Context: an optimization exercise on an open-source flow, tuned for small area. The choices shown serve that exercise and are no tape-out recipe.
The RTL was checked by simulation tests, not by an equivalence proof against the original design.
No activity file was given, so power comes from the tool's default toggle rates.

## ritc_trigger_top
module ritc_trigger_top #(
	parameter int A_STAGES = 0,
	parameter int B_STAGES = 2,
	parameter int C_STAGES = 3
) (
	input  logic                                              clk_i,
	input  logic                                              rst_n_i,
	input  logic                                              sync_i,
	input  logic [ritc_pkg::NBITS-1:0]                        a_i,
	input  logic [ritc_pkg::NBITS-1:0]                        b_i,
	input  logic [ritc_pkg::NBITS-1:0]                        c_i,
	input  logic                                              cfg_we_i,
	input  ritc_pkg::reg_addr_e                               cfg_addr_i,
	input  logic [ritc_pkg::CFG_BITS-1:0]                     cfg_wdata_i,
	output logic [ritc_pkg::CFG_BITS-1:0]                     cfg_rdata_o,
	output logic [ritc_pkg::NBITS*(A_STAGES+1)-1:0]           as_o,
	output logic [ritc_pkg::NBITS*(B_STAGES+1)-1:0]           bs_o,
	output logic [ritc_pkg::NBITS*(C_STAGES+1)-1:0]           cs_o,
	output logic                                              trig_o,
	output logic [ritc_pkg::NCHAN-1:0]                        trig_hits_o,
	output logic [ritc_pkg::PHASE_BITS-1:0]                   trig_phase_o
);
For scale: about 1,500 cells after synthesis, about 560 I/O pins, ~13,000 um^2 of cells after synthesis.
clock: 4.5 ns
lec_check: 0
cap_margin: 20
core_area: 2 2 148 148
die_area: 0 0 150 150
slew_margin: 20
synth_hierarchical: 1
standard.sh (not shown) runs the stock make flow with config.mk's settings and CLKGATE_MAP_FILE= SYNTH_SCRIPT=/design/flow/synth_recipe.tcl, a recipe that flattens the netlist after the stock synthesis.
==> flow/flow/run.sh <==
#!/bin/bash
# Standard ORFS layout (the standard.sh) with these layout choices changed:
#  - every input and output port still gets a buffer, but the small buf_1 cell
#  - the clock tree is built from clkbuf_8 cells in small clusters, without dummy loads
#  - gates that synthesis sized up are put back at their smallest size first
#  - global placement is not timing driven (its virtual repair keeps oversized
#    buffers); synthesis buffers are removed before it as the timing-driven mode does
set -o pipefail
HERE=$(pwd)
export BUFFER_PORTS_ARGS="-buffer_cell sky130_fd_sc_hd__buf_1"
export CTS_ARGS="-sink_clustering_enable -repair_clock_nets -buf_list sky130_fd_sc_hd__clkbuf_8 -root_buf sky130_fd_sc_hd__clkbuf_8 -dont_use_dummy_load -sink_clustering_size 20 -sink_clustering_max_diameter 60"
export GPL_TIMING_DRIVEN=0
# Pins one routing track apart, so that the die can be smaller than the pin count would allow at two
export PLACE_PINS_ARGS="-min_distance 1 -min_distance_in_tracks"
export PRE_GLOBAL_PLACE_TCL=$HERE/flow/pre_global_place.tcl
bash standard.sh > standard.log 2>&1
==> flow/flow/pre_global_place.tcl <==
# Synthesis (ABC) sizes some gates up for its own delay estimate. Put every
# combinational gate back at its smallest drive strength; the resizer's slew,
# capacitance and timing repairs later in the flow size up what needs it.
set n_down 0
foreach inst [get_cells *] {
  set master [get_property $inst ref_name]
  if {![regexp {^(sky130_fd_sc_hd__)([a-z0-9]+)_([0-9]+)$} $master -> pfx base sz]} { continue }
  if {[regexp {^(df|sdf|edf|dl|buf|clk|inv|conb|tap|fill|decap|diode)} $base]} { continue }
  set best ""
  set best_area [get_property [get_lib_cells */$master] area]
  foreach t {0 1 2} {
    set cand ${pfx}${base}_$t
    set lc [get_lib_cells -quiet */$cand]
    if {$lc == ""} { continue }
    if {[get_property $lc dont_use]} { continue }
    set a [get_property $lc area]
    if {$a < $best_area} { set best $cand; set best_area $a }
  }
  if {$best != ""} {
    replace_cell $inst $best
    incr n_down
  }
}
puts "Sized down $n_down gates"
remove_buffers
Rerun with:
--- a/flow/flow/run.sh
+++ b/flow/flow/run.sh
@@ -3,5 +3,4 @@
 #  - every input and output port still gets a buffer, but the small buf_1 cell
 #  - the clock tree is built from clkbuf_8 cells in small clusters, without dummy loads
-#  - gates that synthesis sized up are put back at their smallest size first
 #  - global placement is not timing driven (its virtual repair keeps oversized
 #    buffers); synthesis buffers are removed before it as the timing-driven mode does
==> flow/flow/pre_global_place.tcl (replaced) <==
remove_buffers
- CAP_MARGIN: 20 -> 5
- CORE_AREA: 2 2 148 148 -> 2 2 158 158
- DIE_AREA: 0 0 150 150 -> 0 0 160 160
- SLEW_MARGIN: 20 -> 5
After rerunning:
- wire length goes up by about 4.6%
- design area goes up by 1.5%
- count of clock-buffer cells in the layout goes up by 3
- via count goes up by about 0.8%
- combinational power goes up by about 1%
- non-clock buffer count goes up by 4
- fmax goes down by about 0.8%
- power goes up by about 1.9%
Rerun with:
--- a/flow/flow/run.sh
+++ b/flow/flow/run.sh
@@ -3,4 +3,5 @@
 #  - every input and output port still gets a buffer, but the small buf_1 cell
 #  - the clock tree is built from clkbuf_8 cells in small clusters, without dummy loads
+#  - gates that synthesis sized up are put back at their smallest size first
 #  - global placement is not timing driven (its virtual repair keeps oversized
 #    buffers); synthesis buffers are removed before it as the timing-driven mode does
==> flow/flow/pre_global_place.tcl (replaced) <==
# Synthesis (ABC) sizes some gates up for its own delay estimate. Put every
# combinational gate back at its smallest drive strength; the resizer's slew,
# capacitance and timing repairs later in the flow size up what needs it.
set n_down 0
foreach inst [get_cells *] {
  set master [get_property $inst ref_name]
  if {![regexp {^(sky130_fd_sc_hd__)([a-z0-9]+)_([0-9]+)$} $master -> pfx base sz]} { continue }
  if {[regexp {^(df|sdf|edf|dl|buf|clk|inv|conb|tap|fill|decap|diode)} $base]} { continue }
  set best ""
  set best_area [get_property [get_lib_cells */$master] area]
  foreach t {0 1 2} {
    set cand ${pfx}${base}_$t
    set lc [get_lib_cells -quiet */$cand]
    if {$lc == ""} { continue }
    if {[get_property $lc dont_use]} { continue }
    set a [get_property $lc area]
    if {$a < $best_area} { set best $cand; set best_area $a }
  }
  if {$best != ""} {
    replace_cell $inst $best
    incr n_down
  }
}
puts "Sized down $n_down gates"
remove_buffers
- CAP_MARGIN: 5 -> 20
- CORE_AREA: 2 2 158 158 -> 2 2 142 142
- DIE_AREA: 0 0 160 160 -> 0 0 144 144
- SLEW_MARGIN: 5 -> 20
What happened: The changed run ran to the end with no violations. Maximum frequency rose by 1.4%. Routed wire length goes down by 5.1%. Hold slack got worse by 0.041 ns. Total power drops by 2.4%. Sequential share of layout area went up by 0.60 points. Clock power drops by about 9%. Non-clock buffer count fell by 1. Core utilization went up by 13 points.
Rerun with:
==> flow/flow/run.sh (replaced) <==
#!/bin/bash
# Standard ORFS layout (the standard.sh) with these layout choices changed:
#  - every input and output port still gets a buffer, but the small buf_1 cell
#  - the clock tree is built from clkbuf_8 cells in small clusters, without dummy loads
#  - global placement is not timing driven (its virtual repair keeps oversized
#    buffers); synthesis buffers are removed before it as the timing-driven mode does
set -o pipefail
HERE=$(pwd)
export BUFFER_PORTS_ARGS="-buffer_cell sky130_fd_sc_hd__buf_1"
export CTS_ARGS="-sink_clustering_enable -repair_clock_nets -buf_list sky130_fd_sc_hd__clkbuf_8 -root_buf sky130_fd_sc_hd__clkbuf_8 -dont_use_dummy_load -sink_clustering_size 24 -sink_clustering_max_diameter 50"
export GPL_TIMING_DRIVEN=0
# Pins one routing track apart, so that the die can be smaller than the pin count would allow at two
export PLACE_PINS_ARGS="-min_distance 1 -min_distance_in_tracks"
export PRE_GLOBAL_PLACE_TCL=$HERE/flow/pre_global_place.tcl
bash standard.sh > standard.log 2>&1
==> flow/flow/pre_global_place.tcl (replaced) <==
remove_buffers
- CORE_AREA: 2 2 142 142 -> 2 2 158 158
- DIE_AREA: 0 0 144 144 -> 0 0 160 160
What happened: The new run finished clean. Fmax falls by 2.0%. Global-route usage goes down by 4.4 points. Via count goes down by 0.79%. Power increases by 3.6%. Design area is higher by 1.4%. Area after synthesis is unchanged. Cell count increases by 3.3%.
Rerun with:
==> flow/flow/run.sh (replaced) <==
#!/bin/bash
# Standard ORFS layout (the standard.sh) with these layout choices changed:
#  - every input and output port still gets a buffer, but the small buf_1 cell
#  - the clock tree is built from clkbuf_8 cells in small clusters, without dummy loads
#  - global placement is not timing driven (its virtual repair keeps oversized
#    buffers); synthesis buffers are removed before it as the timing-driven mode does
set -o pipefail
HERE=$(pwd)
export BUFFER_PORTS_ARGS="-buffer_cell sky130_fd_sc_hd__buf_1"
export CTS_ARGS="-sink_clustering_enable -repair_clock_nets -buf_list sky130_fd_sc_hd__clkbuf_8 -root_buf sky130_fd_sc_hd__clkbuf_8 -dont_use_dummy_load -sink_clustering_size 20 -sink_clustering_max_diameter 60"
export GPL_TIMING_DRIVEN=0
export PRE_GLOBAL_PLACE_TCL=$HERE/flow/pre_global_place.tcl
bash standard.sh > standard.log 2>&1
- CORE_AREA: 2 2 158 158 -> 2 2 192 192
- DIE_AREA: 0 0 160 160 -> 0 0 194 194
What happened:
- The new run completed with no timing, DRC or antenna violations
- hold slack is better by 0.014 ns
- routed wire length increases by 7.3%
- total power went down by 0.61%
- via count fell by 0.68%
- cell count rose by 6.7%
- first-iteration DRC count stays flat
- die area goes up by 47%
- utilization falls by 18 points

afterwards: timing with drivers on the ports:
Ports are ideal in the flow. The routed layouts listed here were re-timed in OpenROAD. Step 1 (the two cells are an assumption about what drives the block):
set clk [get_ports {clk_i}]
set_driving_cell -lib_cell sky130_fd_sc_hd__clkbuf_16 $clk
set_driving_cell -lib_cell sky130_fd_sc_hd__buf_2 [delete_from_list [all_inputs] $clk]
Step 2 also shifts input and output timing later by t, the mid clock arrival at the registers, as if the neighbouring blocks saw the same clock. Three values: ideal ports, drivers, drivers and shift; two values: the first two.
run | t (ns) | setup slack, ns | worst hold slack (ns) | clock arrival spread, ns | cell pins on the clock port's net
the first run | 0.568 | 0.240 / 0.257 / -0.311 | 0.378 / 0.378 / 0.378 | 0.064 / 0.064 | 1
the second run | 0.575 | 0.207 / 0.230 / -0.345 | 0.385 / 0.385 / 0.385 | 0.105 / 0.106 | 1
the third run | 0.546 | 0.268 / 0.287 / -0.260 | 0.344 / 0.344 / 0.344 | 0.065 / 0.065 | 1
the fourth run | 0.569 | 0.182 / 0.206 / -0.363 | 0.374 / 0.374 / 0.374 | 0.101 / 0.101 | 1
the fifth run | 0.598 | 0.283 / 0.305 / -0.293 | 0.387 / 0.387 / 0.387 | 0.055 / 0.054 | 1
With both steps, setup timing fails in every run listed, where it was met with ideal ports. The setup slack of the fifth run, which loses most, moves by +0.022 ns with the drivers and by -0.576 ns with both steps.
